This is an optimization exercise on Yosys and OpenROAD, whose aim is small area, a short achievable clock period and few clock cycles per item, not a production implementation.
Where RTL was checked, it was by simulation tests only, not by an equivalence proof against the original.
For run 5, only the layout was checked, not whether the RTL still works.
Power figures rest on the tool's default switching activity, not on a simulated workload.

--- flow/config.mk ---
export PLATFORM = sky130hd
export DESIGN_NAME = muldiv_seq
export DESIGN_NICKNAME = muldiv_seq
export VERILOG_FILES = /design/flow/design.v
export SDC_FILE = /design/flow/constraint.sdc
export NUM_CORES = 4
export LEC_CHECK = 0
export CAP_MARGIN = 20
export CORE_MARGIN = 2
export CORE_UTILIZATION = 40
export SLEW_MARGIN = 20
--- flow/constraint.sdc ---
create_clock -name core_clock -period 12.0 [get_ports {clk}]
set_input_delay 2.4000 -clock core_clock [delete_from_list [all_inputs] [get_ports {clk}]]
set_output_delay 2.4000 -clock core_clock [all_outputs]
set_load 0.01 [all_outputs]
--- flow/design.v ---
package muldiv_pkg;
    localparam int XLEN_DEFAULT = 32;
    typedef enum logic [2:0] {
        OP_MUL    = 3'b000,
        OP_MULH   = 3'b001,
        OP_MULHSU = 3'b010,
        OP_MULHU  = 3'b011,
        OP_DIV    = 3'b100,
        OP_DIVU   = 3'b101,
        OP_REM    = 3'b110,
        OP_REMU   = 3'b111
    } op_e;
    function automatic logic is_div(input logic [2:0] op);
        is_div = op[2];
    endfunction
    function automatic logic is_rem(input logic [2:0] op);
        is_rem = op[2] & op[1];
    endfunction
    function automatic logic is_signed_a(input logic [2:0] op);
        is_signed_a = (op == 3'b000) || (op == 3'b001) || (op == 3'b010) ||
                      (op == 3'b100) || (op == 3'b110);
    endfunction
    function automatic logic is_signed_b(input logic [2:0] op);
        is_signed_b = (op == 3'b000) || (op == 3'b001) || (op == 3'b100) || (op == 3'b110);
    endfunction
endpackage
module muldiv_clz (
    input  logic [31:0] v,
    output logic [5:0]  clz
);
    logic [15:0] a1;  logic [15:0] z1;         
    logic [7:0]  a2;  logic [1:0]  z2 [8];     
    logic [3:0]  a3;  logic [2:0]  z3 [4];     
    logic [1:0]  a4;  logic [3:0]  z4 [2];     
    logic [4:0]  z5;
    always_comb begin
        for (int i = 0; i < 16; i++) begin
            a1[i] = v[2*i+1] | v[2*i];
            z1[i] = ~v[2*i+1];
        end
        for (int i = 0; i < 8; i++) begin
            a2[i] = a1[2*i+1] | a1[2*i];
            z2[i] = a1[2*i+1] ? {1'b0, z1[2*i+1]} : {1'b1, z1[2*i]};
        end
        for (int i = 0; i < 4; i++) begin
            a3[i] = a2[2*i+1] | a2[2*i];
            z3[i] = a2[2*i+1] ? {1'b0, z2[2*i+1]} : {1'b1, z2[2*i]};
        end
        for (int i = 0; i < 2; i++) begin
            a4[i] = a3[2*i+1] | a3[2*i];
            z4[i] = a3[2*i+1] ? {1'b0, z3[2*i+1]} : {1'b1, z3[2*i]};
        end
        z5  = a4[1] ? {1'b0, z4[1]} : {1'b1, z4[0]};
        clz = (a4[1] | a4[0]) ? {1'b0, z5} : 6'd32;
    end
endmodule
module muldiv_seq #(
    parameter int XLEN        = muldiv_pkg::XLEN_DEFAULT,
    parameter int MUL_LATENCY = 1
) (
    input  logic            clk,
    input  logic            rst,
    input  logic            start,
    input  logic [2:0]      op,
    input  logic [XLEN-1:0] rs1,
    input  logic [XLEN-1:0] rs2,
    input  logic            flush,
    output logic            ready,
    output logic            busy,
    output logic            done,
    output logic [XLEN-1:0] result
);
    logic        busy_q, done_q;
    logic        st_setup, st_mull, st_mulh, st_div, st_fin, st_fix;
    logic [2:0]  op_q;
    logic [4:0]  cnt;
    logic        negres, fix2;
    logic [33:0] X;
    logic [31:0] Y;
    logic        yfill, yprev;
    logic [32:0] Z;
    logic        op_rem, op_div, op_mull;
    assign op_rem  = muldiv_pkg::is_rem(op_q);
    assign op_div  = muldiv_pkg::is_div(op_q);
    assign op_mull = (op_q == 3'b000);
    logic       sa_in, sb_in;
    logic [5:0] m_a_in, m_b_in, m_a, m_b;
    assign sa_in = muldiv_pkg::is_signed_a(op) & rs1[XLEN-1];
    assign sb_in = muldiv_pkg::is_signed_b(op) & rs2[XLEN-1];
    muldiv_clz u_clz_a (.v(rs1 ^ {32{sa_in}}), .clz(m_a_in));
    muldiv_clz u_clz_b (.v(rs2 ^ {32{sb_in}}), .clz(m_b_in));
    logic       swap, b_zero, k_neg;
    logic [6:0] k;
    assign swap   = (m_a > m_b);
    assign b_zero = (Y == 32'd0);
    assign k      = {1'b0, m_b[5] ? 6'd31 : m_b} + {6'd0, Z[32]} - {1'b0, m_a};
    assign k_neg  = k[6];
    logic [32:0] shifted;
    logic [4:0]  shamt;
    assign shamt   = op_div ? k[4:0] : 5'd0;
    assign shifted = {yfill, Y} << shamt;
    logic s_swap, s_mull, s_mulh;
    assign s_swap = st_setup & ~op_div & swap;
    assign s_mull = st_mull | (st_setup & op_mull & ~swap);
    assign s_mulh = st_mulh | (st_setup & ~op_div & ~op_mull & ~swap);
    logic c_one, c_two, c_inv, c_y;
    logic [2:0] bsrc;
    logic nb_neg, nb_one, nb_two;
    logic in_neg, in_one, in_two;
    assign bsrc   = s_swap ? {Z[1:0], 1'b0} : Y[3:1];
    assign nb_neg = bsrc[2] & ~(bsrc[1] & bsrc[0]);
    assign nb_one = bsrc[1] ^ bsrc[0];
    assign nb_two = (bsrc[2] & ~bsrc[1] & ~bsrc[0]) | (~bsrc[2] & bsrc[1] & bsrc[0]);
    assign in_neg = rs2[1];
    assign in_one = rs2[0];
    assign in_two = rs2[1] & ~rs2[0];
    logic mul_rest_zero;    
    logic mull_last;        
    logic mulh_skip;        
    assign mul_rest_zero = (Y == {32{yfill}}) & (yprev == yfill);
    assign mull_last     = (Y[31:1] == {31{yfill}});
    assign mulh_skip     = mul_rest_zero & (cnt[4:2] != 3'd0);
    logic [33:0] zx, opb, sum;
    assign zx  = {Z[32], Z};
    assign opb = ({34{c_one}} & zx) | ({34{c_two}} & {Z, 1'b0}) | ({34{c_y}} & {2'b00, Y});
    assign sum = X + (opb ^ {34{c_inv}}) + {33'd0, c_inv};
    logic        q;
    logic [33:0] r_next;
    logic [31:0] q_next;
    assign q      = ~sum[33];
    assign r_next = q ? sum : X;
    assign q_next = {Y[30:0], q};
    always_ff @(posedge clk) begin
        if (rst | flush) begin
            busy_q   <= 1'b0;
            done_q   <= 1'b0;
            st_setup <= 1'b0;
            st_mull  <= 1'b0;
            st_mulh  <= 1'b0;
            st_div   <= 1'b0;
            st_fin   <= 1'b0;
            st_fix   <= 1'b0;
        end else begin
            done_q   <= 1'b0;
            st_setup <= 1'b0;
            st_mull  <= 1'b0;
            st_mulh  <= 1'b0;
            st_div   <= 1'b0;
            st_fin   <= 1'b0;
            st_fix   <= 1'b0;
            if (!busy_q) begin
                if (start) begin
                    busy_q   <= 1'b1;
                    st_setup <= 1'b1;
                end
            end else if (st_setup & op_div) begin
                if (b_zero | k_neg) begin
                    busy_q <= 1'b0;
                    done_q <= 1'b1;
                end else begin
                    st_div <= 1'b1;
                end
            end else if (s_swap) begin
                st_mull <= op_mull;
                st_mulh <= ~op_mull;
            end else if (s_mull) begin
                if (mull_last) begin
                    busy_q <= 1'b0;
                    done_q <= 1'b1;
                end else begin
                    st_mull <= 1'b1;
                end
            end else if (s_mulh) begin
                if (mulh_skip ? (cnt == 5'd4) : (cnt == 5'd1)) st_fin <= 1'b1;
                else st_mulh <= 1'b1;
            end else if (st_div) begin
                if (cnt == 5'd0) begin
                    if (op_rem | negres) st_fix <= 1'b1;
                    else begin
                        busy_q <= 1'b0;
                        done_q <= 1'b1;
                    end
                end else begin
                    st_div <= 1'b1;
                end
            end else if (st_fix & op_rem & negres & ~fix2) begin
                st_fix <= 1'b1;
            end else begin   
                busy_q <= 1'b0;
                done_q <= 1'b1;
            end
        end
    end
    always_ff @(posedge clk) begin
        if (!busy_q) begin
            c_one <= op[2] | in_one;
            c_two <= ~op[2] & in_two;
            c_inv <= op[2] ? sa_in : in_neg;
            c_y   <= 1'b0;
            m_a   <= m_a_in;
            m_b   <= m_b_in;
            op_q  <= op;
            cnt   <= 5'd16;
            yprev <= 1'b0;
            X     <= 34'd0;
            Y     <= rs2;
            yfill <= sb_in;
            Z     <= {sa_in, rs1};
        end else if (st_setup & op_div) begin
            cnt    <= k[4:0];
            fix2   <= 1'b0;
            negres <= op_rem ? Z[32] : (Z[32] ^ yfill);
            c_inv  <= ~yfill;
            if (b_zero | k_neg) begin
                Y <= op_rem ? Z[31:0] : {32{b_zero}};
            end else begin
                X <= sum;
                Y <= 32'd0;
                Z <= shifted;
            end
        end else if (s_swap) begin
            c_one <= nb_one;
            c_two <= nb_two;
            c_inv <= nb_neg;
            Y     <= Z[31:0];
            yfill <= Z[32];
            Z     <= shifted;
        end else if (s_mull) begin
            c_one <= nb_one;
            c_two <= nb_two;
            c_inv <= nb_neg;
            X     <= sum;
            Z     <= {Z[30:0], 2'b00};
            yprev <= Y[1];
            if (mull_last) Y <= sum[31:0];
            else           Y <= {yfill, yfill, Y[31:2]};
        end else if (s_mulh) begin
            if (mulh_skip) begin
                X   <= {{8{X[33]}}, X[33:8]};
                cnt <= cnt - 5'd4;
            end else begin
                c_one <= nb_one;
                c_two <= nb_two;
                c_inv <= nb_neg;
                X     <= {{2{sum[33]}}, sum[33:2]};
                Y     <= {yfill, yfill, Y[31:2]};
                yprev <= Y[1];
                cnt   <= cnt - 5'd1;
            end
        end else if (st_div) begin
            X   <= r_next;
            Y   <= q_next;
            Z   <= {Z[32], Z[32:1]};
            cnt <= cnt - 5'd1;
            if (cnt == 5'd0) begin
                c_one <= 1'b0;
                c_y   <= ~op_rem;
                c_inv <= ~op_rem;
                if (!op_rem) X <= 34'd0;
            end
        end else if (st_fix) begin
            Y     <= sum[31:0];
            X     <= 34'd0;
            fix2  <= 1'b1;
            c_y   <= 1'b1;
            c_inv <= 1'b1;
        end else begin   
            Y <= sum[31:0];
        end
    end
    assign busy   = busy_q;
    assign ready  = ~busy_q;
    assign done   = done_q;
    assign result = Y;
endmodule
--- flow/flow/run.sh ---
#!/bin/bash
set -euo pipefail
bash standard.sh SETUP_SLACK_MARGIN=7.5 finish > flow_standard.log 2>&1
--- flow/standard.sh ---
#!/bin/bash
# synth_recipe.tcl (not shown) runs the flow's synth.tcl, then flattens the netlist and writes it again
# the make line also repeats each setting of config.mk as NAME=value (left out here)
make -C /OpenROAD-flow-scripts/flow DESIGN_CONFIG=/design/flow/config.mk WORK_HOME=/design/flow/orfs CLKGATE_MAP_FILE= SYNTH_SCRIPT=/design/flow/synth_recipe.tcl "${@:-finish}"
==> flow_summary.json, run 1 <==
{
  "fp.coreArea_um2": 35300,
  "synth_top_cell_by_area": "sky130_fd_sc_hd__edfxtp_1",
  "worst_hold_path_type": "reg2reg",
  "combined_global_route_utilization_of_all_metal_layers_pct": 31.2,
  "area.growth.synth_to_final_pct": 15.6,
  "worst_slack_on_hold_paths_ps": 503,
  "grt-ovfl-total": 0,
  "starting_density_of_the_core_pct": 40.3,
  "die_w_um": 193,
  "synth.distinct_cells": 89,
  "fill_cells": 3482,
  "layout_worst_path_cycle_share_pct": 37.2,
  "synth_enable_flop_cells": 86,
  "grt_start_max_net_pins": 64,
  "synthArstFlopShare_pct": 0,
  "drt_wl_total_mm": 58.4,
  "post_synth_inst_count": 1810,
  "total_leakage_power_nw": 6.34,
  "grt_pass1_vias": 14288,
  "timing.slew.headroom_pct": 24.1,
  "post_synthesis_instance_area_um2": 14200,
  "synth-main-ff-cell": "sky130_fd_sc_hd__edfxtp_1",
  "finalSetupViolCount": 0,
  "path_cells": "buf_4 -> a222oi_1 -> xnor2_1 -> ha_1 -> o21ai_0 -> a211oi_2 -> o2111ai_2 -> nand3_2 -> a31o_2 -> a311oi_2 -> xnor2_1 -> a222oi_1 -> o221ai_1",
  "num-nets-final": 1973,
  "first_pass_iters": 9,
  "timing.fmax_mhz": 224,
  "ys_seq_elements": 134,
  "ios": 106,
  "finalCriticalPeriod_ps": 4470,
  "run_status": "no timing/DRC/antenna violations",
  "cts_tree": "yes",
  "grt_first_pass_wirelength_mm": 87.5,
  "routed_wire_length_per_instance_um": 25.2,
  "number_of_buffers_inserted_during_clock_tree_synthesis": 17,
  "ant_nets": 0,
  "pwr_density_cell_nw_per_um2": 128,
  "worstPathMaxFanout": 31,
  "timing_max_transition_violations_final": 0,
  "finalClockSkew_ps": 11.6,
  "synth_nets": 1939,
  "critPathArrivalTime_ps": 4630,
  "clock_sinks": 134,
  "yosys_warnings": 5,
  "place.gp.congestion": 0.985,
  "post-dp-hpwl_mm": 44.0,
  "fp-row-count": 69,
  "via_per_instance_ratio": 6.65,
  "h-tree-depth": 4,
  "timing_worst_setup_path_type": "reg2reg",
  "critical-path-slowest-cell": "sky130_fd_sc_hd__a222oi_1",
  "rsz0062_at_grt": "true",
  "timing.critical_path.from_type": "register",
  "hold_viol_final": 0,
  "drv.max_cap_violation_count": 0,
  "synth.avg_cell_area_um2": 7.87,
  "fp.dieH_um": 193,
  "antenna_violations_before_repair": 0,
  "drt_first_iter_violations": 2450,
  "yosysTopAreaCellShare_pct": 18.1,
  "clk_transition_reported_paths_ps": 60,
  "drc": 0,
  "ys_seq_area_share_pct": 24.9,
  "max-vdd-ir-drop_mv": 0.0929,
  "floorplan.die_area_um2": 37100,
  "clock_insertion_delay_worst_skew_ps": 450,
  "worstMarginPinSlew_ps": 1140,
  "final.setup.tns_ps": 0,
  "post_synth_main_area_contributors": "sky130_fd_sc_hd__edfxtp_1 18%, sky130_fd_sc_hd__mux2i_1 7.4%, sky130_fd_sc_hd__dfxtp_1 6.7%",
  "vias": 15415,
  "cp_slowest_stage_delay_ps": 520,
  "buffer_type_at_the_clock_tree_root": "sky130_fd_sc_hd__clkbuf_16",
  "worst_ep_required_time_ps": 12170,
  "critPathCaptureType": "register",
  "place.port_buffers": 105,
  "clock_path_buffers": 2,
  "share_of_final_layout_standard_cells_stronger_than_drive_strength_1_pct": 8.56
}
## placed cells by master (no fill, tap or decap), types with 19 or more instances in the layout
| cell | count |
|---|---|
| sky130_fd_sc_hd__and3_1 | 23 |
| sky130_fd_sc_hd__nor2_1 | 133 |
| sky130_fd_sc_hd__o211ai_1 | 30 |
| sky130_fd_sc_hd__xnor2_1 | 58 |
| sky130_fd_sc_hd__dfxtp_1 | 47 |
| sky130_fd_sc_hd__a221o_1 | 22 |
| sky130_fd_sc_hd__ha_1 | 53 |
| sky130_fd_sc_hd__mux2i_1 | 103 |
| sky130_fd_sc_hd__clkdlybuf4s50_1 | 98 |
| sky130_fd_sc_hd__inv_1 | 60 |
| sky130_fd_sc_hd__nand3_1 | 58 |
| sky130_fd_sc_hd__a222oi_1 | 37 |
| sky130_fd_sc_hd__o21ai_0 | 148 |
| sky130_fd_sc_hd__buf_4 | 34 |
| sky130_fd_sc_hd__edfxtp_1 | 86 |
| sky130_fd_sc_hd__nand2_1 | 199 |
| sky130_fd_sc_hd__o21a_1 | 26 |
| sky130_fd_sc_hd__a21oi_1 | 129 |
| sky130_fd_sc_hd__mux2_2 | 25 |
| sky130_fd_sc_hd__nor3_1 | 35 |
| sky130_fd_sc_hd__a31oi_1 | 39 |
| sky130_fd_sc_hd__nand4_1 | 24 |
| sky130_fd_sc_hd__o221ai_1 | 19 |
## flip-flops by register name (all words and copies together) (netlist names), 3 cells and up
signal,cells
op_q,3
Z,33
m_a,6
m_b,6
cnt,5
Y,32
X,34
## report_power, final
group	leakage (nW)	internal, mW	switching [mW]
registers	1.30	0.525	0.0752
logic	4.75	0.377	0.576
clock network	0.288	0.328	0.232
## cell type report
cell class	instances	area (µm²)	share of cell area, %
Inverter	61	229	1.39
Sequential cell	134	3550	21.5
Antenna cell	1	2.50	0.0152
Clock inverter	14	173	1.05
Tap cell	461	577	3.50
Clock buffer	18	429	2.61
Multi-Input combinational cell	1485	10100	61.3
Timing Repair Buffer	145	1410	8.59
## final timing paths
kind                             from    end  slack, ps  cells after the start
worst max-delay path            c_two  Y[28]       7530                     13
worst max register to register  c_two  Y[28]       7530                     13
worst min-delay path             X[4]   X[4]        500                      1
worst min register to register   X[4]   X[4]        500                      1
## stage by stage
step | area (µm²) | total power [mW] | cells | setup slack, ps | utilization (%)
6_report | 16500 | 2.11 | 2319 | 7530 | 46.6
5_1_grt | 16500 | 2.21 | 2318 | 7350 | 46.6
4_1_cts | 16300 | 2.08 | 2311 | 7500 | 46.2
3_5_place_dp | 15600 | 1.51 | 2274 | 5890 | 44.2
3_3_place_gp | 15600 | 1.51 | 2274 | 6040 | 44.2
2_1_floorplan | 14200 | 1.20 | 1810 | 7690 | -
## cells by family after synthesis
logic type                 after synthesis  share of synthesized area (%)
AOI/OAI and AO/OA                      649                           31.3
xor gates and xnor gates                68                           4.18
adders and majority gates               58                           5.20
buffers and inverters                  192                           5.39
DFF                                    134                           24.9
muxes                                  137                           10.4
and+or+nand+nor                        572                           18.6
## cell usage after synthesis (all sizes together), types with 39 or more instances
cell type / number
xnor2: 59
nand3: 59
ha: 56
nor3: 39
inv: 60
edfxtp: 86
nor2: 137
clkbuf: 97
mux2i: 106
o21ai: 156
dfxtp: 48
nand2: 203
a31oi: 40
a21oi: 132
## timing repair
| action | 4_1_cts | 5_1_grt |
|---|---|---|
| gates cloned | 1 | 0 |
| hold buffers | 0 | 0 |
| gates resized for setup | 18 | 25 |
| pin swaps | 2 | 8 |
| setup endpoints to repair | 54 | 44 |
| buffers inserted | 4 | 7 |
## worst max-delay path, delay by kind of cell (launching register included)
family | cells | cell delay (ps)
AOI/OAI and AO/OA | 8 | 2580
xor gates and xnor gates | 2 | 350
adders and majority gates | 1 | 350
buffers and inverters | 1 | 260
DFF | 1 | 410
and+or+nand+nor | 1 | 190
## per-layer routing
metal / part of all wire (%) / GRT usage [%] / routed length, µm / vias to the layer above
met3: 9.4 / 4.86 / 5470 / 161
met5: 0 / 0 / 0 / -
met1: 41 / 41.7 / 23700 / 7334
met2: 45 / 49.0 / 26200 / 880
met4: 5.2 / 15.2 / 3050 / 0
li1: - / - / - / 7040
Testbench counts, summed over its fixed seeds: cycles 40,027, ops 4,000.
==> inputs of run 2 (changes only) <==
==> flow/run.sh (new file) <==
#!/bin/bash
# synth_recipe.tcl (not shown) runs the flow's synth.tcl, then flattens the netlist and writes it again
# the make line also repeats each setting of config.mk as NAME=value (left out here)
make -C /OpenROAD-flow-scripts/flow DESIGN_CONFIG=/design/flow/config.mk WORK_HOME=/design/flow/orfs CLKGATE_MAP_FILE= SYNTH_SCRIPT=/design/flow/synth_recipe.tcl finish
removed: flow/flow/run.sh
removed: flow/standard.sh
==> flow_summary.json, run 2 <==
{
  "rsz0062_at_grt": "false",
  "critical_path.reg2reg.startpoint": "c_one",
  "ant_nets": 0,
  "synth.avg_cell_area_um2": 7.87,
  "starting_density_of_the_core_pct": 40.3,
  "post_synthesis_instance_area_um2": 14200,
  "grt_start_max_net_pins": 87,
  "timing.slew.headroom_pct": 22.3,
  "cts_tree": "yes",
  "critical-path-slowest-cell": "sky130_fd_sc_hd__and2_1",
  "finalClockSkew_ps": 13.3,
  "drt_first_iter_violations": 2285,
  "layout_commonest_cell": "sky130_fd_sc_hd__nand2_1",
  "fp.dieH_um": 193,
  "ios": 106,
  "critPathLaunch": "op[2]",
  "layout_worst_path_cycle_share_pct": 46.6,
  "worstMarginPinSlew_ps": 1170,
  "synthArstFlopShare_pct": 0,
  "worst_ep_required_time_ps": 12180,
  "largestRegisters": "X (34), Z (33), Y (32)",
  "drc": 0,
  "timing.fmax_mhz": 179,
  "fin_util_pct": 45.9,
  "floorplan.die_area_um2": 37100,
  "clock_sinks": 134,
  "drt_wl_total_mm": 57.9,
  "num-nets-final": 1962,
  "cp_slowest_stage_delay_ps": 880,
  "synth_nets": 1939,
  "internal-power_mw": 1.22,
  "place.gp.congestion": 0.985,
  "worstPathMaxFanout": 26,
  "clk_transition_reported_paths_ps": 70,
  "routed_wire_length_per_instance_um": 25.1,
  "die_w_um": 193,
  "total_leakage_power_nw": 6.20,
  "ys_seq_elements": 134,
  "share_of_final_layout_standard_cells_stronger_than_drive_strength_1_pct": 6.83,
  "synth_top_cell_by_area": "sky130_fd_sc_hd__edfxtp_1",
  "timing_worst_setup_path_type": "in2reg",
  "area.growth.synth_to_final_pct": 13.8,
  "grt_first_pass_wirelength_mm": 86.7,
  "post_cts.repair.setup_buffers": 0,
  "cts.repair.resized": 0,
  "yosys_warnings": 5,
  "grt-ovfl-total": 0,
  "path_cells": "clkdlybuf4s50_1 -> o21ai_1 -> and2_1 -> nand3_1 -> o22ai_1 -> nand2b_1 -> nor2_1 -> nand3_1 -> nor3_1 -> a2111oi_0",
  "synth-main-ff-cell": "sky130_fd_sc_hd__edfxtp_1",
  "clock_path_buffers": 2,
  "h-tree-depth": 4,
  "combined_global_route_utilization_of_all_metal_layers_pct": 30.9,
  "vias": 15378,
  "netSwitchingPower_uw": 877,
  "grt_pass1_vias": 14219,
  "flip_flop_count_of_the_largest_register_all_copies_and_words_added": 34,
  "worst_hold_startpoint": "X[7]",
  "ctsHoldBuffers": 0,
  "buffer_type_at_the_clock_tree_root": "sky130_fd_sc_hd__clkbuf_16",
  "post-dp-hpwl_mm": 44.0,
  "post_synth_main_area_contributors": "sky130_fd_sc_hd__edfxtp_1 18%, sky130_fd_sc_hd__mux2i_1 7.4%, sky130_fd_sc_hd__dfxtp_1 6.7%",
  "worst_hold_path_type": "reg2reg",
  "pwr_density_cell_nw_per_um2": 129,
  "hold_viol_final": 0,
  "first_pass_iters": 15,
  "ys_seq_area_share_pct": 24.9,
  "synthMostInstantiatedCell": "sky130_fd_sc_hd__nand2_1",
  "critPathCaptureType": "register",
  "clockPowerShare_pct": 26.8,
  "synth_enable_flop_cells": 86,
  "critPathArrivalTime_ps": 5770,
  "fp-row-count": 69,
  "regToRegSetupSlack_ps": 7260,
  "power.switching_fraction_pct": 41.8,
  "max_flop_register": "X",
  "post_synth_inst_count": 1810,
  "yosysTopAreaCellShare_pct": 18.1,
  "finalSetupViolCount": 0,
  "clock_insertion_delay_worst_skew_ps": 450,
  "most_frequent_cell_on_the_critical_path": "sky130_fd_sc_hd__nand3_1",
  "report.power.total_mw": 2.10,
  "antenna_violations_before_repair": 0,
  "run_status": "no timing/DRC/antenna violations",
  "place.port_buffers": 105,
  "fp.coreArea_um2": 35300,
  "via_per_instance_ratio": 6.67,
  "number_of_buffers_inserted_during_clock_tree_synthesis": 17,
  "synth_commonest_cells": "202 x sky130_fd_sc_hd__nand2_1, 151 x sky130_fd_sc_hd__o21ai_0, 137 x sky130_fd_sc_hd__nor2_1",
  "layout.cells.most_common_list": "201 x sky130_fd_sc_hd__nand2_1, 151 x sky130_fd_sc_hd__o21ai_0, 135 x sky130_fd_sc_hd__nor2_1, 130 x sky130_fd_sc_hd__a21oi_1, 106 x sky130_fd_sc_hd__mux2i_1",
  "timing.critical_path.from_type": "primary input",
  "count_of_inserted_antenna_diode_cells": 0,
  "finalCriticalPeriod_ps": 5590,
  "synth.distinct_cells": 89,
  "power.sequential.fraction_pct": 28.8,
  "combPwrFrac_pct": 44.5,
  "max-vdd-ir-drop_mv": 0.0939,
  "drv.max_cap_violation_count": 0,
  "timing_max_transition_violations_final": 0,
  "final.setup.tns_ps": 0
}
-- run 2: cell families (layout without fill, tap and decap cells) --
| kind of cell | Yosys count | in the layout | share of synthesized area, % |
|---|---|---|---|
| flip-flops | 134 | 134 | 24.9 |
| XOR/XNOR | 68 | 68 | 4.18 |
| AND/OR/NAND/NOR | 572 | 572 | 18.6 |
| multiplexers | 137 | 137 | 10.4 |
| buffers and inverters | 192 | 228 | 5.39 |
| AO/OA/AOI/OAI | 649 | 649 | 31.3 |
| adder cells (fa/ha/maj) | 58 | 58 | 5.20 |
-- run 2: routing by layer --
metal	vias up	routed length, µm	global-route usage, %
met5	-	0	0
met4	0	2850	14.5
met3	165	4840	5.00
met2	837	25800	48.5
met1	7354	24400	41.4
li1	7022	-	-
-- run 2: area by class of cell --
| class | count | area, µm² |
|---|---|---|
| Clock buffer | 18 | 429 |
| Clock inverter | 14 | 173 |
| Fill cell | 3498 | 19100 |
| Inverter | 61 | 229 |
| Multi-Input combinational cell | 1484 | 9980 |
| Sequential cell | 134 | 3550 |
| Tap cell | 461 | 577 |
| Timing Repair Buffer | 135 | 1280 |
-- run 2: worst paths after layout --
kind | end | depth (start not counted)
hold / removal | X[7] | 1
setup / recovery | m_a[1] | 10
setup reg to reg | Y[28] | 13
hold reg to reg | X[7] | 1
-- run 2: worst max-delay path: cells and delay by family --
kind                   cells  cell delay (ps)
AOI/OAI and AO/OA          3              860
buffers and inverters      1              550
and+or+nand+nor            6             1950
-- run 2: power by group through the flow --
stage | Combinational [mW] | Clock, mW | Sequential [mW]
floorplan | 0.635 | 0 | 0.568
global placement | 0.896 | 0 | 0.609
detailed placement | 0.901 | 0 | 0.608
CTS | 0.906 | 0.564 | 0.598
global route | 1.00 | 0.581 | 0.602
finish | 0.932 | 0.561 | 0.603
-- run 2: metrics by stage --
step	cells	hold WS, ps	cell area (µm²)	worst slack, ps
final	2307	503	16200	6410
after global placement	2274	482	15600	6040
after global routing	2307	508	16200	6030
after CTS	2306	501	16200	6390
after detailed placement	2274	478	15600	5890
after floorplan	1810	449	14200	7690
==> inputs of run 3 (changes only) <==
--- a/flow/design.v
+++ b/flow/design.v
@@ -84,15 +84,17 @@
     assign op_div  = muldiv_pkg::is_div(op_q);
     assign op_mull = (op_q == 3'b000);
     logic       sa_in, sb_in;
-    logic [5:0] m_a_in, m_b_in, m_a, m_b;
+    logic [5:0] ls_a_in, ls_b_in, ls_a, ls_b, m_a, m_b;
     assign sa_in = muldiv_pkg::is_signed_a(op) & rs1[XLEN-1];
     assign sb_in = muldiv_pkg::is_signed_b(op) & rs2[XLEN-1];
-    muldiv_clz u_clz_a (.v(rs1 ^ {32{sa_in}}), .clz(m_a_in));
-    muldiv_clz u_clz_b (.v(rs2 ^ {32{sb_in}}), .clz(m_b_in));
+    muldiv_clz u_clz_a (.v({rs1[XLEN-2:0] ^ {(XLEN-1){rs1[XLEN-1]}}, 1'b1}), .clz(ls_a_in));
+    muldiv_clz u_clz_b (.v({rs2[XLEN-2:0] ^ {(XLEN-1){rs2[XLEN-1]}}, 1'b1}), .clz(ls_b_in));
+    assign m_a = (Z[31] & ~Z[32]) ? 6'd0 : ls_a + 6'd1;
+    assign m_b = (Y[31] & ~yfill) ? 6'd0 : ls_b + 6'd1;
     logic       swap, b_zero, k_neg;
     logic [6:0] k;
     assign swap   = (m_a > m_b);
-    assign b_zero = (Y == 32'd0);
+    assign b_zero = (ls_b == 6'd31) & ~Y[31];    
     assign k      = {1'b0, m_b[5] ? 6'd31 : m_b} + {6'd0, Z[32]} - {1'b0, m_a};
     assign k_neg  = k[6];
     logic [32:0] shifted;
@@ -197,8 +199,8 @@
             c_two <= ~op[2] & in_two;
             c_inv <= op[2] ? sa_in : in_neg;
             c_y   <= 1'b0;
-            m_a   <= m_a_in;
-            m_b   <= m_b_in;
+            ls_a  <= ls_a_in;
+            ls_b  <= ls_b_in;
             op_q  <= op;
             cnt   <= 5'd16;
             yprev <= 1'b0;
==> flow/flow/run.sh (new file) <==
#!/bin/bash
set -euo pipefail
bash standard.sh SETUP_SLACK_MARGIN=7.5 "BUFFER_PORTS_ARGS=-buffer_cell sky130_fd_sc_hd__buf_2" finish > flow_standard.log 2>&1
==> flow/standard.sh (new file) <==
#!/bin/bash
# synth_recipe.tcl (not shown) runs the flow's synth.tcl, then flattens the netlist and writes it again
# the make line also repeats each setting of config.mk as NAME=value (left out here)
make -C /OpenROAD-flow-scripts/flow DESIGN_CONFIG=/design/flow/config.mk WORK_HOME=/design/flow/orfs CLKGATE_MAP_FILE= SYNTH_SCRIPT=/design/flow/synth_recipe.tcl "${@:-finish}"
removed: flow/run.sh
==> flow_summary.json, run 3 <==
{
  "run_status": "no timing/DRC/antenna violations",
  "die_w_um": 192,
  "layout_commonest_cell": "sky130_fd_sc_hd__nand2_1",
  "worstPathMaxFanout": 12,
  "drt_first_iter_violations": 2545,
  "largestRegisters": "X (34), Z (33), Y (32)",
  "dpl.cell_count": 2302,
  "pwr_density_cell_nw_per_um2": 139,
  "max-vdd-ir-drop_mv": 0.114,
  "grt_first_pass_wirelength_mm": 86.2,
  "clock_sinks": 132,
  "flip_flop_count_of_the_largest_register_all_copies_and_words_added": 34,
  "buffer_type_at_the_clock_tree_root": "sky130_fd_sc_hd__clkbuf_16",
  "ys_seq_area_share_pct": 24.7,
  "max_flop_register": "X",
  "antenna_violations_before_repair": 0,
  "synth.distinct_cells": 84,
  "drc": 0,
  "timing.fmax_mhz": 227,
  "synthArstFlopShare_pct": 0,
  "drt_wl_total_mm": 58.2,
  "timing.critical_path.from_type": "register",
  "clockPowerShare_pct": 23.6,
  "finalNonFillerCells": 2357,
  "post_synth_inst_count": 1840,
  "combined_global_route_utilization_of_all_metal_layers_pct": 31.1,
  "ant_nets": 0,
  "worst_ep_required_time_ps": 12320,
  "layout_worst_path_cycle_share_pct": 36.6,
  "clk_transition_reported_paths_ps": 70,
  "vias": 15663,
  "h-tree-depth": 4,
  "power.sequential.fraction_pct": 26.9,
  "finalSetupViolCount": 0,
  "fp.coreArea_um2": 34600,
  "finalCriticalPeriod_ps": 4400,
  "layout.cells.most_common_list": "252 x sky130_fd_sc_hd__nand2_1, 164 x sky130_fd_sc_hd__nor2_1, 151 x sky130_fd_sc_hd__a21oi_1, 105 x sky130_fd_sc_hd__buf_2, 102 x sky130_fd_sc_hd__o21ai_0",
  "critPathCaptureType": "register",
  "worst_hold_path_type": "reg2reg",
  "post_synth_main_area_contributors": "sky130_fd_sc_hd__edfxtp_1 18%, sky130_fd_sc_hd__mux2i_1 7.0%, sky130_fd_sc_hd__dfxtp_1 6.8%",
  "clock_path_buffers": 2,
  "synth_commonest_cells": "256 x sky130_fd_sc_hd__nand2_1, 168 x sky130_fd_sc_hd__nor2_1, 156 x sky130_fd_sc_hd__a21oi_1",
  "area.growth.synth_to_final_pct": 13.0,
  "post-dp-hpwl_mm": 44.3,
  "grt-ovfl-total": 0,
  "num-nets-final": 2022,
  "grt_pass1_vias": 14164,
  "worstMarginPinSlew_ps": 1120,
  "timing_max_transition_violations_final": 0,
  "final.setup.tns_ps": 0,
  "combPwrFrac_pct": 49.5,
  "clock_insertion_delay_worst_skew_ps": 460,
  "place.port_buffers": 105,
  "synth_nets": 1973,
  "cts_tree": "yes",
  "floorplan.die_area_um2": 36700,
  "fill_cells": 3444,
  "place.gp.congestion": 0.999,
  "hold_viol_final": 0,
  "timing_worst_setup_path_type": "reg2reg",
  "internal-power_mw": 1.23,
  "share_of_final_layout_standard_cells_stronger_than_drive_strength_1_pct": 14.7,
  "count_of_inserted_antenna_diode_cells": 0,
  "timing.slew.headroom_pct": 24.1,
  "synth_top_cell_by_area": "sky130_fd_sc_hd__edfxtp_1",
  "yosysTopAreaCellShare_pct": 17.9,
  "fp-row-count": 68,
  "synth_enable_flop_cells": 84,
  "number_of_buffers_inserted_during_clock_tree_synthesis": 17,
  "routed_wire_length_per_instance_um": 24.7,
  "netSwitchingPower_uw": 974,
  "post_synthesis_instance_area_um2": 14100,
  "synth-main-ff-cell": "sky130_fd_sc_hd__edfxtp_1",
  "grt_start_max_net_pins": 66,
  "total_leakage_power_nw": 6.36,
  "synthMostInstantiatedCell": "sky130_fd_sc_hd__nand2_1",
  "fp.dieH_um": 192,
  "rsz0062_at_grt": "true",
  "ios": 106,
  "first_pass_iters": 9,
  "synth.avg_cell_area_um2": 7.65,
  "starting_density_of_the_core_pct": 40.6,
  "yosys_warnings": 5,
  "regToRegSetupSlack_ps": 7600,
  "power.switching_fraction_pct": 44.1,
  "finalClockSkew_ps": 13.0,
  "via_per_instance_ratio": 6.65,
  "critPathArrivalTime_ps": 4720,
  "ys_seq_elements": 132,
  "drv.max_cap_violation_count": 0
}
==> run 3: layer usage <==
layer	vias to the layer above	share of wire, %	track usage, %
met1	7511	43	43.9
met4	0	4.2	13.0
met5	-	0	0
met3	138	11	7.33
li1	7097	-	-
met2	917	42	45.1
==> run 3: kinds of logic (layout without fill, tap and decap cells) <==
family                     after synthesis  in the layout  synth area share (%)
DFF                                    132            132                  24.7
xor gates and xnor gates                73             73                  4.54
AOI/OAI and AO/OA                      600            600                  29.0
and+or+nand+nor                        689            689                  22.4
muxes                                  123            123                  9.21
buffers and inverters                  161            223                  4.45
adders and majority gates               62             62                  5.62
==> run 3: critical path, stage by stage, from the launching register on <==
cell	delay (ps)
sky130_fd_sc_hd__edfxtp_1	360
sky130_fd_sc_hd__buf_4	220
sky130_fd_sc_hd__a222oi_1	420
sky130_fd_sc_hd__xnor2_1	190
sky130_fd_sc_hd__inv_1	80
sky130_fd_sc_hd__fa_1	410
sky130_fd_sc_hd__nor2b_1	180
sky130_fd_sc_hd__o31a_1	230
sky130_fd_sc_hd__o31ai_2	90
sky130_fd_sc_hd__a21o_1	240
sky130_fd_sc_hd__buf_4	160
sky130_fd_sc_hd__o311ai_1	930
sky130_fd_sc_hd__a222oi_1	230
sky130_fd_sc_hd__o221ai_1	330
sky130_fd_sc_hd__o21a_1	170
==> run 3: final cells by class <==
type,count,area (µm²),share of cell area [%]
Multi-Input combinational cell,1547,10200,64.1
Sequential cell,132,3490,21.9
Timing Repair Buffer,154,938,5.90
Tap cell,455,569,3.58
Clock buffer,21,503,3.16
Inverter,37,139,0.873
Clock inverter,11,71.3,0.449
==> run 3: power groups by stage <==
stage | logic [mW] | clock network (mW) | registers (mW)
final | 1.09 | 0.521 | 0.594
after global routing | 1.17 | 0.540 | 0.593
after CTS | 0.974 | 0.522 | 0.591
after detailed placement | 0.961 | 0 | 0.602
after global placement | 0.956 | 0 | 0.602
after floorplan | 0.699 | 0 | 0.561
==> run 3: repair_timing <==
action / 4_1_cts / 5_1_grt
gates cloned: 0 / 1
endpoints found under the setup margin: 104 / 110
pin swaps: 1 / 15
buffers inserted: 2 / 20
hold buffers: 0 / 0
endpoints found under the hold margin: 0 / 0
gates resized for setup: 13 / 47
==> run 3: through the flow <==
step	worst slack, ps	instance area (µm²)	total power, mW	hold slack, ps	utilization, %
2_1_floorplan	7600	14100	1.26	439	-
3_3_place_gp	7050	14900	1.56	487	43.0
3_5_place_dp	6860	14900	1.56	494	43.0
4_1_cts	7510	15500	2.09	505	44.9
5_1_grt	7450	15900	2.30	524	45.9
6_report	7600	15900	2.21	506	45.9
==> run 3: worst paths after layout <==
path,startpoint,to,cells after the start
max,Y[1],Y[20],14
min,c_y,c_y,2
max reg2reg,Y[1],Y[20],14
min reg2reg,c_y,c_y,2
Testbench counts of run 3, summed over its fixed seeds: cycles 40,027, ops 4,000.
==> inputs of run 4 (changes only) <==
==> flow/flow/run.sh (replaced) <==
#!/bin/bash
set -euo pipefail
bash standard.sh SETUP_SLACK_MARGIN=7.5 finish > flow_standard.log 2>&1
==> flow_summary.json, run 4 <==
{
  "combPwrFrac_pct": 48.5,
  "fin_util_pct": 47.9,
  "layout_worst_path_cycle_share_pct": 36.9,
  "global_route_met2_utilization_pct": 48.0,
  "flip_flop_count_of_the_largest_register_all_copies_and_words_added": 34,
  "antenna_violations_before_repair": 0,
  "layout.cells.most_common_list": "251 x sky130_fd_sc_hd__nand2_1, 164 x sky130_fd_sc_hd__nor2_1, 151 x sky130_fd_sc_hd__a21oi_1, 104 x sky130_fd_sc_hd__clkdlybuf4s50_1, 103 x sky130_fd_sc_hd__o21ai_0",
  "synthArstFlopShare_pct": 0,
  "grt-ovfl-total": 0,
  "worst_slack_on_hold_paths_ps": 492,
  "power.sequential.fraction_pct": 25.9,
  "die_w_um": 192,
  "drv.max_cap_violation_count": 0,
  "top_usage_layer": "met2",
  "place.port_buffers": 105,
  "critPathArrivalTime_ps": 4630,
  "timing.critical_path.from_type": "primary input",
  "via_per_instance_ratio": 6.67,
  "final.setup.tns_ps": 0,
  "fp-row-count": 68,
  "total_area_of_multi_input_combinational_cells_um2": 10200,
  "post_synth_inst_count": 1840,
  "pwr_density_cell_nw_per_um2": 138,
  "h-tree-depth": 4,
  "grt_start_max_net_pins": 74,
  "synthMostInstantiatedCell": "sky130_fd_sc_hd__nand2_1",
  "drc": 0,
  "num-nets-final": 2036,
  "timing_max_transition_violations_final": 0,
  "use_met1_pct": 45.4,
  "critPathCaptureType": "register",
  "number_of_buffers_inserted_during_clock_tree_synthesis": 17,
  "layout_commonest_cell": "sky130_fd_sc_hd__nand2_1",
  "clock_path_buffers": 2,
  "ios": 106,
  "ys_seq_elements": 132,
  "starting_density_of_the_core_pct": 40.6,
  "timing.slew.headroom_pct": 31.3,
  "yosysTopAreaCellShare_pct": 17.9,
  "first_pass_iters": 13,
  "combined_global_route_utilization_of_all_metal_layers_pct": 31.8,
  "vias": 15824,
  "max-vdd-ir-drop_mv": 0.113,
  "post_synthesis_instance_area_um2": 14100,
  "buffer_type_at_the_clock_tree_root": "sky130_fd_sc_hd__clkbuf_16",
  "largestRegisters": "X (34), Z (33), Y (32)",
  "floorplan.die_area_um2": 36700,
  "finalCriticalPeriod_ps": 4420,
  "post-dp-hpwl_mm": 44.5,
  "clock_insertion_delay_worst_skew_ps": 460,
  "worstPathMaxFanout": 6,
  "finalClockSkew_ps": 11.6,
  "synth_commonest_cells": "256 x sky130_fd_sc_hd__nand2_1, 168 x sky130_fd_sc_hd__nor2_1, 156 x sky130_fd_sc_hd__a21oi_1",
  "timing_worst_setup_path_type": "in2reg",
  "drt_first_iter_violations": 2693,
  "worst_hold_path_type": "reg2reg",
  "ys_seq_area_share_pct": 24.7,
  "yosys_warnings": 5,
  "clock_sinks": 132,
  "share_of_final_layout_standard_cells_stronger_than_drive_strength_1_pct": 10.1,
  "finalSetupViolCount": 0,
  "ant_nets": 0,
  "place.gp.congestion": 0.981,
  "timing.fmax_mhz": 226,
  "fill_cells": 3349,
  "drt_wl_total_mm": 59.4,
  "synth_top_cell_by_area": "sky130_fd_sc_hd__edfxtp_1",
  "netSwitchingPower_uw": 990,
  "hold_viol_final": 0,
  "total_leakage_power_nw": 6.43,
  "post_synth_main_area_contributors": "sky130_fd_sc_hd__edfxtp_1 18%, sky130_fd_sc_hd__mux2i_1 7.0%, sky130_fd_sc_hd__dfxtp_1 6.8%",
  "synth-main-ff-cell": "sky130_fd_sc_hd__edfxtp_1",
  "dpl_worst_slack_ps": 6650,
  "rsz0062_at_grt": "true",
  "clk_transition_reported_paths_ps": 70,
  "fp.coreArea_um2": 34600,
  "clockPowerShare_pct": 25.6,
  "synth.distinct_cells": 84,
  "fp.dieH_um": 192,
  "area.growth.synth_to_final_pct": 17.9,
  "worst_ep_required_time_ps": 12210,
  "gr-usage-met3_pct": 5.55,
  "synth.avg_cell_area_um2": 7.65,
  "synth_nets": 1973,
  "internal-power_mw": 1.31,
  "cts_tree": "yes",
  "worstMarginPinSlew_ps": 1020,
  "run_status": "no timing/DRC/antenna violations",
  "register_area_um2": 3490,
  "grt_first_pass_wirelength_mm": 88.2,
  "max_flop_register": "X",
  "power.switching_fraction_pct": 43.1,
  "final_critical_path_setup_slack_ps": 7580,
  "grt_pass1_vias": 14214,
  "synth_enable_flop_cells": 84,
  "routed_wire_length_per_instance_um": 25.1
}
-- run 4: cell types whose count changed in the layout (fill, tap and decap cells not counted), sizes merged --
cell	change
clkinvlp	-1
bufinv	+4
nand2	+1
clkbuf	-4
diode	+1
clkinv	+1
clkdlybuf4s50	+104
buf	-91
-- run 4: logic make-up after synthesis --
logic type,synth area share (%)
muxes,9.21
and+or+nand+nor,22.4
xor gates and xnor gates,4.54
AOI/OAI and AO/OA,29.0
buffers and inverters,4.45
DFF,24.7
adders and majority gates,5.62
-- run 4: critical path, stage by stage --
cell	delay (ps)
sky130_fd_sc_hd__clkdlybuf4s50_1	620
sky130_fd_sc_hd__inv_1	320
sky130_fd_sc_hd__a211oi_1	150
sky130_fd_sc_hd__a311oi_1	270
sky130_fd_sc_hd__nor2_1	60
sky130_fd_sc_hd__nor2_1	90
sky130_fd_sc_hd__nor3_1	60
sky130_fd_sc_hd__a311oi_1	240
sky130_fd_sc_hd__o21ai_0	160
sky130_fd_sc_hd__a21oi_1	200
sky130_fd_sc_hd__a21oi_1	60
-- run 4: final timing paths --
path,from,depth (start not counted),end,slack [ps]
setup / recovery,rs2[1],11,ls_b[0],7580
hold / removal,X[29],2,X[29],490
setup reg to reg,ls_b[0],13,Y[27],7580
hold reg to reg,X[29],2,X[29],490
-- run 4: stage by stage --
step / std cells / instance area (µm²) / total power [mW]
after floorplan: 1840 / 14100 / 1.26
after global placement: 2304 / 15400 / 1.58
final: 2372 / 16600 / 2.30
after detailed placement: 2306 / 15500 / 1.59
after CTS: 2343 / 16200 / 2.19
after global routing: 2371 / 16600 / 2.38
-- run 4: layer usage --
layer	vias to the layer above	routed length [µm]	part of all wire, %
li1	7127	-	-
met1	7465	24600	41
met2	1075	25400	43
met3	157	7190	12
met4	0	2200	3.7
met5	-	0	0
-- run 4: power groups by stage --
stage / Clock (mW) / Sequential (mW) / Combinational, mW
after global routing: 0.602 / 0.594 / 1.19
after CTS: 0.584 / 0.594 / 1.01
after detailed placement: 0 / 0.608 / 0.984
final: 0.588 / 0.596 / 1.11
after floorplan: 0 / 0.561 / 0.699
after global placement: 0 / 0.609 / 0.976
-- run 4: repair_timing --
action | 4_1_cts | 5_1_grt
endpoints found under the setup margin | 126 | 113
cloned | 0 | 2
setup buffers | 5 | 26
resized for setup | 19 | 45
pin swaps | 1 | 12
hold endpoints to repair | 0 | 0
hold buffers | 0 | 0
-- run 4: layout make-up --
type,count,area share [%]
multi-input combinational,1548,61.5
tap,455,3.43
timing repair buffer,167,9.43
clock buffer,17,2.56
clock inverter,15,1.24
inverter,37,0.837
antenna,1,0.0151
sequential,132,21.0
==> inputs of run 5 (changes only) <==
--- a/flow/design.v
+++ b/flow/design.v
@@ -93,7 +93,7 @@
     assign m_b = (Y[31] & ~yfill) ? 6'd0 : ls_b + 6'd1;
     logic       swap, b_zero, k_neg;
     logic [6:0] k;
-    assign swap   = (m_a > m_b);
+    assign swap   = ~(Z[31] & ~Z[32]) & ((Y[31] & ~yfill) | (ls_a > ls_b));
     assign b_zero = (ls_b == 6'd31) & ~Y[31];    
     assign k      = {1'b0, m_b[5] ? 6'd31 : m_b} + {6'd0, Z[32]} - {1'b0, m_a};
     assign k_neg  = k[6];
@@ -127,10 +127,8 @@
     assign opb = ({34{c_one}} & zx) | ({34{c_two}} & {Z, 1'b0}) | ({34{c_y}} & {2'b00, Y});
     assign sum = X + (opb ^ {34{c_inv}}) + {33'd0, c_inv};
     logic        q;
-    logic [33:0] r_next;
     logic [31:0] q_next;
     assign q      = ~sum[33];
-    assign r_next = q ? sum : X;
     assign q_next = {Y[30:0], q};
     always_ff @(posedge clk) begin
         if (rst | flush) begin
@@ -213,13 +211,9 @@
             fix2   <= 1'b0;
             negres <= op_rem ? Z[32] : (Z[32] ^ yfill);
             c_inv  <= ~yfill;
-            if (b_zero | k_neg) begin
-                Y <= op_rem ? Z[31:0] : {32{b_zero}};
-            end else begin
-                X <= sum;
-                Y <= 32'd0;
-                Z <= shifted;
-            end
+            X <= sum;
+            Y <= op_rem ? Z[31:0] : {32{b_zero}};
+            Z <= shifted;
         end else if (s_swap) begin
             c_one <= nb_one;
             c_two <= nb_two;
@@ -250,20 +244,26 @@
                 cnt   <= cnt - 5'd1;
             end
         end else if (st_div) begin
-            X   <= r_next;
-            Y   <= q_next;
-            Z   <= {Z[32], Z[32:1]};
-            cnt <= cnt - 5'd1;
-            if (cnt == 5'd0) begin
+            X     <= sum;
+            Y     <= q_next;
+            c_inv <= q ^ Z[32];
+            cnt   <= cnt - 5'd1;
+            if (cnt != 5'd0) begin
+                Z <= {Z[32], Z[32:1]};
+            end else if (op_rem) begin
+                c_one <= ~q;
+                c_inv <= ~q & Z[32];
+            end else begin
                 c_one <= 1'b0;
-                c_y   <= ~op_rem;
-                c_inv <= ~op_rem;
-                if (!op_rem) X <= 34'd0;
+                c_y   <= 1'b1;
+                c_inv <= 1'b1;
+                X     <= 34'd0;
             end
         end else if (st_fix) begin
             Y     <= sum[31:0];
             X     <= 34'd0;
             fix2  <= 1'b1;
+            c_one <= 1'b0;
             c_y   <= 1'b1;
             c_inv <= 1'b1;
         end else begin   
==> flow/flow/run.sh (replaced) <==
#!/bin/bash
set -euo pipefail
bash standard.sh SETUP_SLACK_MARGIN=7.5 "CTS_BUF_LIST=sky130_fd_sc_hd__clkbuf_4 sky130_fd_sc_hd__clkbuf_8" "BUFFER_PORTS_ARGS=-buffer_cell sky130_fd_sc_hd__buf_2" finish > flow_standard.log 2>&1
==> flow_summary.json, run 5 <==
{
  "ios": 106,
  "share_of_final_layout_standard_cells_stronger_than_drive_strength_1_pct": 13.1,
  "ctsHoldBuffers": 0,
  "ys_seq_area_share_pct": 25.5,
  "place.gp.congestion": 0.999,
  "first_pass_iters": 9,
  "synthArstFlopShare_pct": 0,
  "worstMarginPinSlew_ps": 1020,
  "path_cells": "buf_12 -> a222oi_1 -> xnor2_1 -> ha_1 -> a21o_1 -> a31o_2 -> a221oi_2 -> nand2_1 -> a221oi_4 -> o21ai_2 -> xnor2_2 -> inv_1 -> ha_1 -> nor3_2 -> a21oi_1 -> o21ai_0 -> o22ai_1 -> a21oi_1 -> a21oi_1",
  "timing.fmax_mhz": 223,
  "worst_hold_startpoint": "X[33]",
  "post-dp-hpwl_mm": 41.6,
  "starting_density_of_the_core_pct": 40.7,
  "synth.avg_cell_area_um2": 7.75,
  "final.setup.tns_ps": 0,
  "fp.coreArea_um2": 33600,
  "synthMostInstantiatedCell": "sky130_fd_sc_hd__nand2_1",
  "fill_cells": 3397,
  "area.growth.synth_to_final_pct": 11.2,
  "ant_nets": 0,
  "finalNonFillerCells": 2264,
  "synth_enable_flop_cells": 84,
  "finalCriticalPeriod_ps": 4480,
  "buffer_type_at_the_clock_tree_root": "sky130_fd_sc_hd__clkbuf_8",
  "synth-main-ff-cell": "sky130_fd_sc_hd__edfxtp_1",
  "drt_first_iter_violations": 2254,
  "finalSetupViolCount": 0,
  "synth_commonest_cells": "208 x sky130_fd_sc_hd__nand2_1, 198 x sky130_fd_sc_hd__a21oi_1, 141 x sky130_fd_sc_hd__nor2_1",
  "final_critical_path_setup_slack_ps": 7520,
  "ys_seq_elements": 132,
  "flip_flop_count_of_the_largest_register_all_copies_and_words_added": 34,
  "max-vdd-ir-drop_mv": 0.0722,
  "cts_tree": "yes",
  "worstPathMaxFanout": 17,
  "synth_nets": 1898,
  "yosys_warnings": 5,
  "count_of_inserted_antenna_diode_cells": 0,
  "most_frequent_cell_on_the_critical_path": "sky130_fd_sc_hd__a21oi_1",
  "layout_worst_path_cycle_share_pct": 37.3,
  "critical-path-slowest-cell": "sky130_fd_sc_hd__edfxtp_1",
  "timing.slew.headroom_pct": 32.0,
  "layout.cells.most_common_list": "206 x sky130_fd_sc_hd__nand2_1, 195 x sky130_fd_sc_hd__a21oi_1, 139 x sky130_fd_sc_hd__nor2_1, 115 x sky130_fd_sc_hd__o21ai_0, 105 x sky130_fd_sc_hd__buf_2",
  "vias": 15080,
  "rsz0062_at_grt": "true",
  "finalClockSkew_ps": 29.3,
  "num-nets-final": 1936,
  "design_area_um2": 15200,
  "fp-row-count": 67,
  "clock_sinks": 132,
  "fp.dieH_um": 189,
  "crit_family": "compound AO/OA/AOI/OAI gates",
  "regToRegSetupSlack_ps": 7520,
  "regToRegEndpoint": "c_inv",
  "fin_util_pct": 45.2,
  "grt_start_max_net_pins": 68,
  "run_status": "no timing/DRC/antenna violations",
  "synth_top_cell_by_area": "sky130_fd_sc_hd__edfxtp_1",
  "clk_transition_reported_paths_ps": 110,
  "grt-ovfl-total": 0,
  "timing.critical_path.buf_inv": 2,
  "combined_global_route_utilization_of_all_metal_layers_pct": 30.7,
  "grt_first_pass_wirelength_mm": 83.8,
  "layout_commonest_cell": "sky130_fd_sc_hd__nand2_1",
  "cp_slowest_stage_delay_ps": 450,
  "post_synthesis_instance_area_um2": 13700,
  "timing.critical_path.from_type": "register",
  "dpl.cell_count": 2220,
  "worst_hold_path_type": "reg2reg",
  "worst_slack_on_hold_paths_ps": 525,
  "hold_viol_final": 0,
  "via_per_instance_ratio": 6.66,
  "h-tree-depth": 4,
  "die_w_um": 189,
  "number_of_buffers_inserted_during_clock_tree_synthesis": 17,
  "largestRegisters": "X (34), Z (33), Y (32)",
  "worst_ep_required_time_ps": 12210,
  "critPathCaptureType": "register",
  "timing_worst_setup_path_type": "reg2reg",
  "routed_wire_length_per_instance_um": 25.0,
  "timing_max_transition_violations_final": 0,
  "antenna_violations_before_repair": 0,
  "drv.max_cap_violation_count": 0,
  "synth.distinct_cells": 75,
  "critPathArrivalTime_ps": 4690,
  "clock_path_buffers": 2,
  "placedInstanceArea_um2": 14500,
  "dpl_worst_slack_ps": 6650,
  "max_flop_register": "X",
  "place.port_buffers": 105,
  "post_synth_main_area_contributors": "sky130_fd_sc_hd__edfxtp_1 18%, sky130_fd_sc_hd__a21oi_1 7.2%, sky130_fd_sc_hd__dfxtp_1 7.0%",
  "floorplan.die_area_um2": 35700,
  "clock_insertion_delay_worst_skew_ps": 500,
  "total_leakage_power_nw": 6.21,
  "grt_pass1_vias": 13794,
  "hold_path_end": "X[33]",
  "yosysTopAreaCellShare_pct": 18.5,
  "drc": 0,
  "post_synth_inst_count": 1765,
  "critical_path.reg2reg.startpoint": "c_one",
  "worst_r2r_path_depth": 19,
  "min_path_cells": 2,
  "drt_wl_total_mm": 56.6,
  "report.power.total_mw": 2.03,
  "pwr_density_cell_nw_per_um2": 134
}
[run 5: cell count changes in the layout (fill, tap and decap cells not counted), sizes merged, moves of 19 or more]
| cell | delta |
|---|---|
| clkdlybuf4s50 | -104 |
| a21oi | +42 |
| nand2 | -49 |
| buf | +81 |
| nor2 | -28 |
| a221oi | +19 |
[run 5: how the worst max path moves through the flow]
stage / endpoint / startpoint / slack (ps) / depth (start not counted)
floorplan: c_inv / c_inv / 7710 / 19
global placement: c_inv / c_one / 6680 / 18
detailed placement: c_inv / c_one / 6650 / 18
CTS: Y[17] / Y[31] / 7530 / 7
global route: c_inv / c_two / 7320 / 18
finish: c_inv / c_one / 7520 / 19
[run 5: where the power goes]
part / switching, mW / internal (mW) / leakage (nW) / total (mW)
clock network: 0.205 / 0.252 / 0.228 / 0.457
logic: 0.602 / 0.367 / 4.71 / 0.969
registers: 0.0875 / 0.518 / 1.28 / 0.605
[run 5: kinds of logic (layout without fill, tap and decap cells)]
family                     Yosys count  after routing  share of synthesized area (%)
DFF                                132            132                           25.5
and+or+nand+nor                    582            582                           19.4
xor gates and xnor gates            77             77                           4.93
AOI/OAI and AO/OA                  630            630                           30.7
muxes                              113            113                           8.93
buffers and inverters              169            220                           4.76
adders and majority gates           62             62                           5.78
[run 5: layout make-up]
class                      instances  area (µm²)  share of cell area [%]
timing repair buffer             143         840                    5.52
inverter                          45         169                    1.11
multi-input combinational       1464        9690                    63.7
clock buffer                      19         249                    1.64
tap                              448         561                    3.69
clock inverter                    13         205                    1.35
sequential                       132        3490                    22.9
[run 5: per-layer routing]
metal / up-vias / share of wire, % / GRT usage [%]
met5: - / 0 / 0
met4: 0 / 5.5 / 15.7
met3: 156 / 11 / 6.04
met2: 984 / 44 / 47.7
met1: 7134 / 40 / 40.6
li1: 6806 / - / -
[run 5: timing repair]
action	4_1_cts	5_1_grt
cloned	0	0
buffers inserted	5	7
endpoints found under the setup margin	65	35
gates resized for setup	5	19
pin swaps	1	9
[run 5: worst min-delay path, delay by kind of cell, from the launching register on]
| kind | cells | cell delay, ps |
|---|---|---|
| flops | 1 | 350 |
| compound gates | 2 | 140 |
==> inputs of run 6 (changes only) <==
--- a/flow/design.v
+++ b/flow/design.v
@@ -175,7 +175,10 @@
                 else st_mulh <= 1'b1;
             end else if (st_div) begin
                 if (cnt == 5'd0) begin
-                    if (op_rem | negres) st_fix <= 1'b1;
+                    if (op_rem & q & ~negres) begin   
+                        busy_q <= 1'b0;
+                        done_q <= 1'b1;
+                    end else if (op_rem | negres) st_fix <= 1'b1;
                     else begin
                         busy_q <= 1'b0;
                         done_q <= 1'b1;
@@ -251,6 +254,7 @@
             if (cnt != 5'd0) begin
                 Z <= {Z[32], Z[32:1]};
             end else if (op_rem) begin
+                Y     <= sum[31:0];
                 c_one <= ~q;
                 c_inv <= ~q & Z[32];
             end else begin
==> flow_summary.json, run 6 <==
{
  "yosysTopAreaCellShare_pct": 18.1,
  "critical-path-slowest-cell": "sky130_fd_sc_hd__a222oi_1",
  "flip_flop_count_of_the_largest_register_all_copies_and_words_added": 34,
  "synth_commonest_cells": "244 x sky130_fd_sc_hd__nand2_1, 158 x sky130_fd_sc_hd__a21oi_1, 150 x sky130_fd_sc_hd__nor2_1",
  "post-dp-hpwl_mm": 41.9,
  "post_synth_main_area_contributors": "sky130_fd_sc_hd__edfxtp_1 18%, sky130_fd_sc_hd__mux2i_1 7.0%, sky130_fd_sc_hd__dfxtp_1 6.9%",
  "synth_nets": 1927,
  "combined_global_route_utilization_of_all_metal_layers_pct": 30.6,
  "drt_first_iter_violations": 2485,
  "synth_top_cell_by_area": "sky130_fd_sc_hd__edfxtp_1",
  "total_area_of_multi_input_combinational_cells_um2": 9860,
  "max-vdd-ir-drop_mv": 0.0786,
  "post_synthesis_instance_area_um2": 13900,
  "worstPathMaxFanout": 6,
  "fp.coreArea_um2": 34400,
  "critPathCaptureType": "register",
  "finalNonFillerCells": 2309,
  "synth-main-ff-cell": "sky130_fd_sc_hd__edfxtp_1",
  "drt_wl_total_mm": 57.4,
  "finalSetupViolCount": 0,
  "worst_r2r_path_depth": 15,
  "via_per_instance_ratio": 6.72,
  "layout_commonest_cell": "sky130_fd_sc_hd__nand2_1",
  "critical_path.reg2reg.startpoint": "Z[30]",
  "timing.fmax_mhz": 224,
  "pwr_density_cell_nw_per_um2": 131,
  "post_synth_inst_count": 1794,
  "clock_insertion_delay_worst_skew_ps": 500,
  "synthArstFlopShare_pct": 0,
  "finalCriticalPeriod_ps": 4470,
  "drv.max_cap_violation_count": 0,
  "share_of_final_layout_standard_cells_stronger_than_drive_strength_1_pct": 13.7,
  "drc": 0,
  "ys_seq_elements": 132,
  "antenna_violations_before_repair": 2,
  "timing.critical_path.buf_inv": 1,
  "ant_nets": 0,
  "layout_worst_path_cycle_share_pct": 37.2,
  "timing.slew.headroom_pct": 27.2,
  "place.port_buffers": 105,
  "path_cells": "a222oi_1 -> xnor2_1 -> ha_1 -> nand2_1 -> or3_4 -> or2_2 -> nor2_1 -> nand3_1 -> nor4bb_2 -> buf_4 -> ha_1 -> o31ai_1 -> a21oi_1 -> o31ai_2 -> a21oi_2",
  "synth_enable_flop_cells": 84,
  "grt_pass1_vias": 13834,
  "worst_hold_path_type": "reg2reg",
  "hold_path_end": "cnt[3]",
  "min_path_cells": 2,
  "regToRegSetupSlack_ps": 7530,
  "grt_first_pass_wirelength_mm": 84.9,
  "crit_family": "compound AO/OA/AOI/OAI gates",
  "vias": 15511,
  "worst_hold_startpoint": "cnt[3]",
  "num-nets-final": 1972,
  "timing.critical_path.from_type": "register",
  "clk_transition_reported_paths_ps": 80,
  "hold_viol_final": 0,
  "cts_tree": "yes",
  "synth.avg_cell_area_um2": 7.75,
  "total_leakage_power_nw": 6.18,
  "starting_density_of_the_core_pct": 40.4,
  "finalClockSkew_ps": 14.9,
  "final.setup.tns_ps": 0,
  "grt-ovfl-total": 0,
  "most_frequent_cell_on_the_critical_path": "sky130_fd_sc_hd__ha_1",
  "area.growth.synth_to_final_pct": 11.2,
  "max_flop_register": "X",
  "run_status": "no timing/DRC/antenna violations",
  "yosys_warnings": 5,
  "die_w_um": 190,
  "number_of_buffers_inserted_during_clock_tree_synthesis": 17,
  "clock_path_buffers": 2,
  "synth.distinct_cells": 86,
  "worst_ep_required_time_ps": 12220,
  "ios": 106,
  "first_pass_iters": 14,
  "cp_slowest_stage_delay_ps": 830,
  "fp.dieH_um": 190,
  "fp-row-count": 68,
  "ys_seq_area_share_pct": 25.1,
  "regToRegEndpoint": "c_inv",
  "critPathArrivalTime_ps": 4680,
  "buffer_type_at_the_clock_tree_root": "sky130_fd_sc_hd__clkbuf_8",
  "dpl.cell_count": 2251,
  "worstMarginPinSlew_ps": 1090,
  "routed_wire_length_per_instance_um": 24.9,
  "grt_start_max_net_pins": 106,
  "floorplan.die_area_um2": 36300,
  "timing_max_transition_violations_final": 0,
  "h-tree-depth": 4,
  "place.gp.congestion": 1.00,
  "register_area_um2": 3490,
  "layout.cells.most_common_list": "242 x sky130_fd_sc_hd__nand2_1, 155 x sky130_fd_sc_hd__a21oi_1, 149 x sky130_fd_sc_hd__nor2_1, 111 x sky130_fd_sc_hd__o21ai_0, 105 x sky130_fd_sc_hd__buf_2",
  "rsz0062_at_grt": "true",
  "largestRegisters": "X (34), Z (33), Y (32)",
  "clock_sinks": 132,
  "timing_worst_setup_path_type": "reg2reg",
  "synthMostInstantiatedCell": "sky130_fd_sc_hd__nand2_1",
  "fill_cells": 3500
}
==> run 6: metal layers <==
| layer | GRT usage (%) | wire [µm] | part of all wire (%) | vias to the layer above |
|---|---|---|---|---|
| met5 | 0 | 9 | 0.016 | - |
| met4 | 12.3 | 2320 | 4.0 | 2 |
| met3 | 6.66 | 6330 | 11 | 182 |
| met2 | 47.4 | 25400 | 44 | 964 |
| met1 | 41.2 | 23300 | 41 | 7420 |
| li1 | - | - | - | 6943 |
==> run 6: cell type report <==
class | instances | area share, %
Multi-Input combinational cell | 1490 | 63.8
Sequential cell | 132 | 22.6
Timing Repair Buffer | 155 | 6.06
Tap cell | 455 | 3.68
Clock buffer | 19 | 1.61
Clock inverter | 13 | 1.18
Inverter | 43 | 1.04
Antenna cell | 2 | 0.0324
==> run 6: worst min-delay path, stage by stage, from the launching register on <==
cell	delay [ps]
sky130_fd_sc_hd__dfxtp_1	310
sky130_fd_sc_hd__nand2_1	50
sky130_fd_sc_hd__a21oi_1	50
==> run 6: worst max path at each step <==
| stage | startpoint | slack [ps] | to | cells past startpoint |
|---|---|---|---|---|
| after floorplan | ls_a[2] | 7620 | Z[0] | 7 |
| after global placement | yfill | 7260 | Z[29] | 14 |
| after detailed placement | c_y | 7230 | Y[28] | 13 |
| after CTS | Y[1] | 7490 | Y[28] | 13 |
| after global routing | c_one | 7450 | Y[31] | 14 |
| final | Z[30] | 7530 | c_inv | 15 |
==> run 6: logic make-up after synthesis <==
family	share of synthesized area, %
simple gates	21.0
compound gates	29.2
buf+inv	5.01
flops	25.1
mux	9.42
xor+xnor	4.60
fa+ha+maj	5.69
==> run 6: timing repair <==
action / CTS / global route
pin swaps: 0 / 14
setup endpoints to repair: 17 / 24
setup buffers: 8 / 16
resized for setup: 1 / 30
hold buffers: 0 / 0
==> run 6: through the flow <==
stage / setup WS, ps / area [µm²] / hold WS (ps) / power (mW) / util [%]
after global routing: 7450 / 15500 / 507 / 2.11 / 45.0
after CTS: 7490 / 15200 / 456 / 1.95 / 44.2
final: 7530 / 15500 / 455 / 2.03 / 45.0
after global placement: 7260 / 14700 / 442 / 1.50 / 42.7
after detailed placement: 7230 / 14700 / 447 / 1.51 / 42.7
after floorplan: 7620 / 13900 / 432 / 1.22 / -
==> run 6: power by group <==
part	switching [mW]	leakage, nW	internal (mW)
registers	0.0842	1.28	0.519
clock network	0.208	0.209	0.230
logic	0.612	4.69	0.378
Testbench counts of run 6, summed over its fixed seeds: cycles 39,849, ops 4,000.

afterwards: timing with drivers on the ports:
No port has a modelled driver above. Below, the same layouts with a new extraction and two added sets of constraints.
Step 1 (the two cells are an assumption about what drives the block):
set clk [get_ports {clk}]
set_driving_cell -lib_cell sky130_fd_sc_hd__clkbuf_16 $clk
set_driving_cell -lib_cell sky130_fd_sc_hd__buf_2 [delete_from_list [all_inputs] $clk]
Step 2 moves the port delays by t, midway between the first and last clock arrival at a register: inputs arrive t later, outputs are due t later. That takes back most of the time a late clock gives input paths.
a / b / c = ideal ports / drivers / drivers and shift; a / b = the first two.
run | t (ns) | slack for setup (ns) | worst setup path at the end | worst data-port slew with drivers (ns)
run 1 | 0.495 | 7.535 / 7.535 / 7.073 | input to register | 0.05
run 2 | 0.492 | 6.410 / 6.433 / 5.941 | input to register | 0.05
run 3 | 0.495 | 7.604 / 7.604 / 7.287 | input to register | 0.04
run 4 | 0.499 | 7.576 / 7.577 / 7.103 | input to register | 0.04
run 5 | 0.536 | 7.524 / 7.524 / 7.387 | input to register | 0.04
run 6 | 0.536 | 7.530 / 7.530 / 7.309 | input to register | 0.04
After both steps setup and hold are still met in every run listed. For run 4, which loses most, drivers alone change the setup slack by +0.001 ns; drivers and shift together by -0.473 ns.
